From an optimization exercise on the open Yosys and OpenROAD flow, aimed at small area and a short achievable clock period; shortcuts taken in it are not production practice.
The RTL was checked by simulation tests, not by an equivalence proof against the original design.
Power is estimated from default activity; no workload was simulated.

--- flow/design.v ---
`default_nettype none
package ndscore_pkg;
   localparam logic [5:0] OPC_ALU1 = 6'b100000;
   localparam logic [5:0] OPC_ADDI = 6'b101000;
   localparam logic [5:0] OPC_ORI  = 6'b101100;
   localparam logic [5:0] OPC_XORI = 6'b101011;
   localparam logic [5:0] OPC_MOVI = 6'b100010;
   localparam logic [4:0] SUB_ADD   = 5'b00000;
   localparam logic [4:0] SUB_SUB   = 5'b00001;
   localparam logic [4:0] SUB_AND   = 5'b00010;
   localparam logic [4:0] SUB_XOR   = 5'b00011;
   localparam logic [4:0] SUB_OR    = 5'b00100;
   localparam logic [4:0] SUB_SLLI  = 5'b01000;
   localparam logic [4:0] SUB_SRLI  = 5'b01001;
   localparam logic [4:0] SUB_ROTRI = 5'b01011;
endpackage
`default_nettype wire
`timescale 1ns/1ps
`default_nettype none
module ndscore_decoder (
   input  wire                        clk,
   input  wire                        rst_n_i,
   input  wire                        inst_valid_i,
   input  wire  [32-1:0]     inst_i,
   output logic [5-1:0]     rs1_addr_o,
   output logic                       rs1_en_o,
   output logic [5-1:0]     rs2_addr_o,
   output logic                       rs2_en_o,
   input  wire  [32-1:0]     rs1_data_i,
   input  wire  [32-1:0]     rs2_data_i,
   output logic                       wr_en_q,
   output logic [5-1:0]     dest_q,
   output logic [32-1:0]     op_a_q,
   output logic [32-1:0]     op_b_q,      
   output logic                       fwd_a_q,
   output logic                       fwd_b_q,
   output logic                       add_q,       
   output logic                       sub_q,
   output logic                       and_q,
   output logic                       or_q,        
   output logic                       xor_q,
   output logic                       shift_q,
   output logic                       srl_q,
   output logic                       sll_q,
   output logic [5-1:0]    shamt_q,
   output logic [5-1:0]    rot_q        
);
   logic [5:0]               opcode;
   logic [4:0]               sub_op;
   logic [5-1:0]  shamt;
   logic                     alu1;
   logic                     is_add, is_sub, is_and, is_or, is_xor;
   logic                     is_sll, is_srl, is_rotr;
   logic                     is_addi, is_ori, is_xori, is_movi;
   logic                     rr;         
   logic                     shift;
   logic                     writes;
   logic                     fwd_a, fwd_b;
   logic [32-1:0]   imm;
   logic [32-1:0]   b_val;
   assign opcode = inst_i[30:25];
   assign sub_op = inst_i[4:0];
   assign shamt  = inst_i[14:10];
   assign alu1    = (opcode == ndscore_pkg::OPC_ALU1);
   assign is_add  = alu1 && (sub_op == ndscore_pkg::SUB_ADD);
   assign is_sub  = alu1 && (sub_op == ndscore_pkg::SUB_SUB);
   assign is_and  = alu1 && (sub_op == ndscore_pkg::SUB_AND);
   assign is_or   = alu1 && (sub_op == ndscore_pkg::SUB_OR);
   assign is_xor  = alu1 && (sub_op == ndscore_pkg::SUB_XOR);
   assign is_sll  = alu1 && (sub_op == ndscore_pkg::SUB_SLLI);
   assign is_srl  = alu1 && (sub_op == ndscore_pkg::SUB_SRLI);
   assign is_rotr = alu1 && (sub_op == ndscore_pkg::SUB_ROTRI);
   assign is_addi = (opcode == ndscore_pkg::OPC_ADDI);
   assign is_ori  = (opcode == ndscore_pkg::OPC_ORI);
   assign is_xori = (opcode == ndscore_pkg::OPC_XORI);
   assign is_movi = (opcode == ndscore_pkg::OPC_MOVI);
   assign rr     = is_add | is_sub | is_and | is_or | is_xor;
   assign shift  = is_sll | is_srl | is_rotr;
   assign writes = rr | is_sll | is_rotr | (is_srl && (shamt != '0)) |
                   is_addi | is_ori | is_xori | is_movi;
   assign rs1_addr_o = inst_i[19:15];
   assign rs2_addr_o = inst_i[14:10];
   assign fwd_a = wr_en_q && (dest_q == rs1_addr_o) && !is_movi;
   assign fwd_b = wr_en_q && (dest_q == rs2_addr_o) && rr;
   assign rs1_en_o = !is_movi && !fwd_a;
   assign rs2_en_o = rr && !fwd_b;
   always_comb begin
      imm = '0;
      if (is_addi) begin
         imm = {{(32-14-1){inst_i[14]}},
                inst_i[14:0]};
      end else if (is_ori || is_xori) begin
         imm = {{(32-14-1){1'b0}}, inst_i[14:0]};
      end else if (is_movi) begin
         imm = {{(32-19-1){inst_i[19]}},
                inst_i[19:0]};
      end
   end
   assign b_val = (rs2_data_i | imm) ^ {32{is_sub}};
   always_ff @(posedge clk or negedge rst_n_i) begin
      if (!rst_n_i) begin
         wr_en_q <= 1'b0;
      end else begin
         wr_en_q <= inst_valid_i && writes;
      end
   end
   always_ff @(posedge clk) begin
      dest_q  <= inst_i[24:20];
      op_a_q  <= rs1_data_i;
      op_b_q  <= b_val;
      fwd_a_q <= fwd_a;
      fwd_b_q <= fwd_b;
      add_q   <= is_add | is_sub | is_addi;
      sub_q   <= is_sub;
      and_q   <= is_and;
      or_q    <= is_or | is_ori | is_movi;
      xor_q   <= is_xor | is_xori;
      shift_q <= shift;
      srl_q   <= is_srl;
      sll_q   <= is_sll;
      shamt_q <= shamt;
      rot_q   <= is_sll ? (~shamt + 1'b1) : shamt;
   end
endmodule
`default_nettype wire
`timescale 1ns/1ps
`default_nettype none
module ndscore_alu (
   input  wire  [32-1:0]     op_a_i,
   input  wire  [32-1:0]     op_b_i,      
   input  wire                        fwd_a_i,
   input  wire                        fwd_b_i,
   input  wire  [32-1:0]     last_i,      
   input  wire                        add_i,
   input  wire                        sub_i,
   input  wire                        and_i,
   input  wire                        or_i,
   input  wire                        xor_i,
   input  wire                        shift_i,
   input  wire                        srl_i,
   input  wire                        sll_i,
   input  wire  [5-1:0]    shamt_i,
   input  wire  [5-1:0]    rot_i,
   output logic [32-1:0]     result_o
);
   logic [32-1:0] a, b;
   logic [32-1:0] sum;
   logic [32-1:0] logic_res;
   logic [32-1:0] rot;
   logic [32-1:0] mask;
   logic [32-1:0] rs [5+1];
   assign a = op_a_i | ({32{fwd_a_i}} & last_i);
   assign b = op_b_i ^ ({32{fwd_b_i}} & last_i);
   assign sum = a + b + {{(32-1){1'b0}}, sub_i};
   always_comb begin
      logic_res = '0;
      if (and_i) logic_res = logic_res | (a & b);
      if (or_i)  logic_res = logic_res | (a | b);
      if (xor_i) logic_res = logic_res | (a ^ b);
   end
   assign rs[0] = a;
   for (genvar k = 0; k < 5; k++) begin : g_rot
      assign rs[k+1] = rot_i[k] ? {rs[k][(1<<k)-1:0], rs[k][32-1:(1<<k)]} : rs[k];
   end
   assign rot = rs[5];
   always_comb begin
      for (int i = 0; i < 32; i++) begin
         mask[i] = shift_i && !(srl_i && (i > 32 - 1 - shamt_i))
                           && !(sll_i && (i < shamt_i));
      end
   end
   assign result_o = ({32{add_i}} & sum) | logic_res | (rot & mask);
endmodule
`default_nettype wire
`timescale 1ns/1ps
`default_nettype none
module ndscore_regfile (
   input  wire                        clk,
   input  wire                        rst_n_i,
   input  wire  [5-1:0]     rs1_addr_i,
   input  wire                        rs1_en_i,
   input  wire  [5-1:0]     rs2_addr_i,
   input  wire                        rs2_en_i,
   output logic [32-1:0]     rs1_data_o,    
   output logic [32-1:0]     rs2_data_o,    
   input  wire                        wr_en_i,
   input  wire  [5-1:0]     wr_dest_i,
   input  wire  [32-1:0]     wr_data_i
);
   logic [32-1:0] valid_q;
   logic [32-1:0] we;
   logic [32-1:0] sel1;
   logic [32-1:0] sel2;
   logic [32-1:0]   regs [32];
   for (genvar r = 0; r < 32; r++) begin : g_reg
      assign we[r]   = wr_en_i && (wr_dest_i == r);
      assign sel1[r] = rs1_en_i && valid_q[r] && (rs1_addr_i == r);
      assign sel2[r] = rs2_en_i && valid_q[r] && (rs2_addr_i == r);
      always_ff @(posedge clk) begin
         if (we[r]) begin
            regs[r] <= wr_data_i;
         end
      end
   end
   always_ff @(posedge clk or negedge rst_n_i) begin
      if (!rst_n_i) begin
         valid_q <= '0;
      end else begin
         valid_q <= valid_q | we;
      end
   end
   always_comb begin
      rs1_data_o = '0;
      rs2_data_o = '0;
      for (int r = 0; r < 32; r++) begin
         rs1_data_o = rs1_data_o | ({32{sel1[r]}} & regs[r]);
         rs2_data_o = rs2_data_o | ({32{sel2[r]}} & regs[r]);
      end
   end
endmodule
`default_nettype wire
`timescale 1ns/1ps
`default_nettype none
module ndscore_top (
   input  wire                        clk,
   input  wire                        rst_n_i,
   input  wire                        inst_valid_i,
   input  wire  [32-1:0]     inst_i,
   output logic                       result_valid_o,
   output logic [5-1:0]     result_dest_o,
   output logic [32-1:0]     result_data_o
);
   logic [5-1:0]  rs1_addr, rs2_addr;
   logic                    rs1_en, rs2_en;
   logic [32-1:0]  rs1_data, rs2_data;
   logic                    wr_en;
   logic [5-1:0]  dest;
   logic [32-1:0]  op_a, op_b;
   logic                    fwd_a, fwd_b;
   logic                    op_add, op_sub, op_and, op_or, op_xor;
   logic                    op_shift, op_srl, op_sll;
   logic [5-1:0] shamt, rot;
   logic [32-1:0]  result;
   ndscore_decoder i_decoder (
      .clk          (clk),
      .rst_n_i      (rst_n_i),
      .inst_valid_i (inst_valid_i),
      .inst_i       (inst_i),
      .rs1_addr_o   (rs1_addr),
      .rs1_en_o     (rs1_en),
      .rs2_addr_o   (rs2_addr),
      .rs2_en_o     (rs2_en),
      .rs1_data_i   (rs1_data),
      .rs2_data_i   (rs2_data),
      .wr_en_q      (wr_en),
      .dest_q       (dest),
      .op_a_q       (op_a),
      .op_b_q       (op_b),
      .fwd_a_q      (fwd_a),
      .fwd_b_q      (fwd_b),
      .add_q        (op_add),
      .sub_q        (op_sub),
      .and_q        (op_and),
      .or_q         (op_or),
      .xor_q        (op_xor),
      .shift_q      (op_shift),
      .srl_q        (op_srl),
      .sll_q        (op_sll),
      .shamt_q      (shamt),
      .rot_q        (rot)
   );
   ndscore_alu i_alu (
      .op_a_i   (op_a),
      .op_b_i   (op_b),
      .fwd_a_i  (fwd_a),
      .fwd_b_i  (fwd_b),
      .last_i   (result_data_o),
      .add_i    (op_add),
      .sub_i    (op_sub),
      .and_i    (op_and),
      .or_i     (op_or),
      .xor_i    (op_xor),
      .shift_i  (op_shift),
      .srl_i    (op_srl),
      .sll_i    (op_sll),
      .shamt_i  (shamt),
      .rot_i    (rot),
      .result_o (result)
   );
   ndscore_regfile i_regfile (
      .clk        (clk),
      .rst_n_i    (rst_n_i),
      .rs1_addr_i (rs1_addr),
      .rs1_en_i   (rs1_en),
      .rs2_addr_i (rs2_addr),
      .rs2_en_i   (rs2_en),
      .rs1_data_o (rs1_data),
      .rs2_data_o (rs2_data),
      .wr_en_i    (wr_en),
      .wr_dest_i  (dest),
      .wr_data_i  (result)
   );
   always_ff @(posedge clk or negedge rst_n_i) begin
      if (!rst_n_i) begin
         result_valid_o <= 1'b0;
      end else begin
         result_valid_o <= wr_en;
      end
   end
   always_ff @(posedge clk) begin
      result_dest_o <= dest;
      result_data_o <= result;
   end
endmodule
`default_nettype wire
--- flow/run.sh ---
#!/bin/bash
# synth_recipe.tcl (not shown) runs the flow's synth.tcl, then flattens the netlist and writes it again
# the make line also repeats each setting of config.mk as NAME=value (left out here)
make -C /OpenROAD-flow-scripts/flow DESIGN_CONFIG=/design/flow/config.mk WORK_HOME=/design/flow/orfs CLKGATE_MAP_FILE= SYNTH_SCRIPT=/design/flow/synth_recipe.tcl finish
--- flow/config.mk ---
export PLATFORM = sky130hd
export DESIGN_NAME = ndscore_top
export DESIGN_NICKNAME = ndscore_top
export VERILOG_FILES = /design/flow/design.v
export SDC_FILE = /design/flow/constraint.sdc
export NUM_CORES = 4
export LEC_CHECK = 0
export CAP_MARGIN = 20
export CORE_MARGIN = 2
export CORE_UTILIZATION = 30
export SLEW_MARGIN = 20
--- flow/constraint.sdc ---
create_clock -name core_clock -period 6.0 [get_ports {clk}]
set_input_delay 1.2000 -clock core_clock [delete_from_list [all_inputs] [get_ports {clk}]]
set_output_delay 1.2000 -clock core_clock [all_outputs]
set_load 0.01 [all_outputs]
==> run summary <==
[worst reg2reg max path: stages (launching register included)]
cell and delay (ns):
dfxtp_1 0.45, nand2_1 0.11, xnor2_1 0.53, fa_1 0.41, inv_1 0.08, fa_1 0.41
nor2b_1 0.20, o31ai_1 0.16, a211oi_1 0.38, o311ai_0 0.20, buf_4 0.19, a21oi_1 0.39
o21a_1 0.19, or3_1 0.10, a31o_2 0.74
[metal layers]
metal | wire (um) | vias to the layer above
li1 | - | 17500
met2 | 114000 | 6197
met1 | 94400 | 23600
met4 | 28500 | 37
met3 | 57800 | 1967
met5 | 369 | -
[per-stage QoR]
| stage | instance area, um2 | utilization [%] | hold slack, ns | power (uW) |
|---|---|---|---|---|
| 4_1_cts | 64200 | 35.6 | 0.478 | 17600 |
| 3_5_place_dp | 59900 | 33.3 | 0.463 | 9640 |
| 6_report | 64300 | 35.7 | 0.480 | 17600 |
| 2_1_floorplan | 54200 | - | 0.329 | 9360 |
| 5_1_grt | 64300 | 35.7 | 0.497 | 17900 |
| 3_3_place_gp | 59800 | 33.2 | 0.458 | 9640 |
[cell families (layout without fill, tap and decap cells)]
| logic type | after synthesis | count (layout) |
|---|---|---|
| AO/OA/AOI/OAI | 1267 | 1267 |
| flip-flops | 1183 | 1183 |
| AND/OR/NAND/NOR | 1046 | 1046 |
| buffers and inverters | 438 | 687 |
| multiplexers | 99 | 99 |
| XOR/XNOR | 89 | 89 |
| adder cells (fa/ha/maj) | 72 | 72 |
| other | 0 | 37 |
[final cells by class]
| cell class | instances | area share, % |
|---|---|---|
| Clock inverter | 72 | 1.44 |
| Sequential cell | 1183 | 53.0 |
| Multi-Input combinational cell | 2573 | 29.5 |
| Inverter | 87 | 0.508 |
| Antenna cell | 37 | 0.144 |
| Clock buffer | 152 | 5.17 |
| Timing Repair Buffer | 376 | 5.59 |
| Tap cell | 2370 | 4.61 |
[synth_stat cells, types with 28 or more instances]
| cell | number |
|---|---|
| a21oi_1 | 117 |
| xnor2_1 | 75 |
| dfrtp_1 | 34 |
| a22oi_1 | 616 |
| edfxtp_1 | 1024 |
| clkbuf_1 | 262 |
| nor2b_1 | 33 |
| a221oi_1 | 75 |
| and3_1 | 172 |
| nor2_1 | 80 |
| dfxtp_1 | 125 |
| inv_1 | 84 |
| a2111oi_0 | 49 |
| ha_1 | 70 |
| mux4_2 | 31 |
| mux2i_1 | 45 |
| o21ai_0 | 81 |
| or2_2 | 36 |
| a22o_1 | 32 |
| a222oi_1 | 102 |
| nand3_1 | 168 |
| buf_2 | 59 |
| a32o_1 | 30 |
| a221o_1 | 28 |
| nand2_1 | 226 |
| nor4_1 | 52 |
| nand4_1 | 145 |
| and2_1 | 52 |
[state kept, by name, summed over array words and instances, names as in the netlist, 4 cells and up]
name / count
i_regfile.regs: 1024
i_decoder.op_a_q: 32
i_decoder.op_b_q: 32
i_regfile.valid_q: 32
result_data_o: 32
i_decoder.dest_q: 5
i_decoder.shamt_q: 5
result_dest_o: 5
i_decoder.rot_q: 4
[how the worst max path moves through the flow]
stage | from | to | slack, ns | cells after the start
6_report | inst_i[26] | i_decoder.op_b_q[6] | 0.86 | 11
5_1_grt | result_data_o[0] | i_regfile.regs[31][24] | 0.87 | 14
4_1_cts | inst_i[26] | i_decoder.op_b_q[24] | 1.20 | 13
3_5_place_dp | inst_i[26] | i_decoder.op_b_q[24] | 0.43 | 13
3_3_place_gp | inst_i[10] | i_decoder.op_b_q[10] | 0.38 | 14
2_1_floorplan | i_decoder.fwd_a_q | i_regfile.regs[0][22] | 1.16 | 15
[power breakdown]
group	total, uW	leakage [uW]	switching (uW)	internal [uW]
Sequential	8960	0.0125	94.8	8870
Combinational	540	0.00893	355	185
Clock	8140	0.00206	3460	4670
==> impl_metrics.tcl <==
set metrics [dict create \
    post_synth_instance_area_um2 54200 \
    relSlewSlack_pct 4.25 \
    post-place-ws_ns 0.431 \
    tightest_slew_ns 1.44 \
    leakagePower_uw 0.0235 \
    async_flop_share_pct 2.87 \
    root_buffer "clkbuf_16" \
    r2r-end "i_regfile.regs[3][24]" \
    cts_resized 0 \
    path_delay_family "simple AND/OR/NAND/NOR gates" \
    synth_compound_area_share_pct 17.9 \
    drv_slew 0 \
    grt_pass1_vias 44400 \
    holdPathEnd "i_regfile.valid_q[5]" \
    yosysWarnings 6 \
    clock-sinks 1183 \
    synthMuxAreaShare_pct 2.60 \
    viasPerCell 7.20 \
    cp_num_buf_inv 3 \
    min_period_over_period_pct 85.7 \
    yosys.area_share.simple_pct 10.4 \
    fmax_mhz 194 \
    dp_hpwl_um 179000 \
    synth.distinct_cells 73 \
    cp_max_fo 18 \
    synth_flop_cell "edfxtp_1" \
    setup_viol_count_final 0 \
    finalClockSkew_ns 0.0776 \
    synth_top_family_by_area "compound AO/OA/AOI/OAI gates" \
    yosys.area.top_type "edfxtp_1" \
    fin_tns_setup_ns 0 \
    criticalPathCategory "in2reg" \
    min_delay_path_depth 1 \
    layout_commonest_cell "edfxtp_1" \
    cts_tree "built" \
    cts_max_level 3 \
    p_per_area_nw_per_um2 274 \
    coreArea_um2 180000 \
    drt_iter0_drc 12000 \
    worst_ir_drop_vdd_uv 281 \
    post-cts-setup-buffer-count 0 \
    syn_area_per_cell_um2 12.9 \
    cp.required_ns 6.71 \
    synth_fa_ha_area_share_pct 1.69 \
    initial_utilization_pct 30.1 \
    final_cell_mix "edfxtp_1 (1024), a22oi_1 (616), buf_4 (257), nand2_1 (226), nand3_1 (167)" \
    cts_hold_buf 0 \
    crit_slowest_cell "a2111oi_2" \
    busiest_layer "met2" \
    multiInputGateArea_um2 19000 \
    rrSetupSlack_ns 1.06 \
    min_path_type "reg2reg" \
    critical_path.most_common_cell "buf_12" \
    stdcell_count 6850 \
    min_from "i_regfile.valid_q[5]" \
    synthesis.nets 4301 \
    port_buffers 71 \
    drc_errors 0 \
    grt_max_degree 50 \
    clockBufferDepth 3 \
    fill_cells 17200 \
    ys_seq_area_share_pct 62.9 \
    cpPeakStageDelay_ns 1.05 \
    drtPass1Iterations 14 \
    numPlacedInstances 6588 \
    seq_area_um2 34100 \
    ys_ff_latch 1183 \
    finalWirelength_um 295000 \
    dieArea_um2 184000 \
    synth_area_leaders "edfxtp_1 (57%), a22oi_1 (8.5%), dfxtp_1 (4.6%)" \
    grt_use_met2_pct 42.1 \
    worstReg2RegStart "result_data_o[0]" \
    final_layout_size_suffix_gt1_share_pct 16.3 \
    synth_top_area_share_pct 56.7 \
    numCtsBuffers 117 \
    cp.arrival_ns 5.85 \
    end_kind "flip-flop" \
    max-cap-violations 0 \
    place_congestion 1.01 \
    path_cells "clkdlybuf4s50_1 -> nor4_1 -> nand4b_1 -> buf_12 -> a2111oi_2 -> and2_2 -> buf_12 -> a22oi_1 -> and3_1 -> nand4_1 -> xnor2_1" \
    pin_count 73 \
    num_rows 156 \
    nets 4445 \
    fp.dieW_um 429 \
    antenna_found_initial 38 \
    outcome "finished clean" \
    chipHeight_um 429 \
    postSynthCellCount 4194 \
    synth-edff-count 1024 \
    track_usage_pct 30.8 \
    clk_latency_ns 0.81 \
    finalHoldViolations 0 \
    ant_nets 0 \
    grt_pass1_wl_um 388000 \
    yosys.area_share.xor_xnor_pct 1.44 \
    clk_pin_slew_ns 0.07 \
    met1_usage_pct 35.8 \
    synthToLayoutAreaGrowth_pct 18.6 \
    vias 49300 \
    critPathLaunchType "input port" \
    wl_per_cell_um 43.1 \
    fin_ws_ns 0.857 \
    grt_util_met3_pct 17.6 \
    gr-total-overflow 0 \
    grt_setup_unrepaired "no" \
    reg2reg_depth 14 \
    fin_crit_ns 5.14 \
]

==> static timing again, ports no longer ideal <==
How much do the figures lean on ideal ports? The routed layout below was timed once more, with nothing changed but the port constraints.
Step 1, drivers: a clkbuf_16 drives clk and a buf_2 each remaining input, both assumed.
Step 2 also shifts input and output timing later by t, the mid clock arrival at the registers, as if the neighbouring blocks saw the same clock.
a / b / c = ideal ports / drivers / drivers and shift; a / b = the first two.
shift t [ns]: 0.853
setup WS [ns]: 0.857 / 0.906 / 0.053
worst setup path after step 2: input to register
After both steps this run still meets setup and hold. The setup slack of this run moves by +0.049 ns with the drivers and by -0.804 ns with both steps.
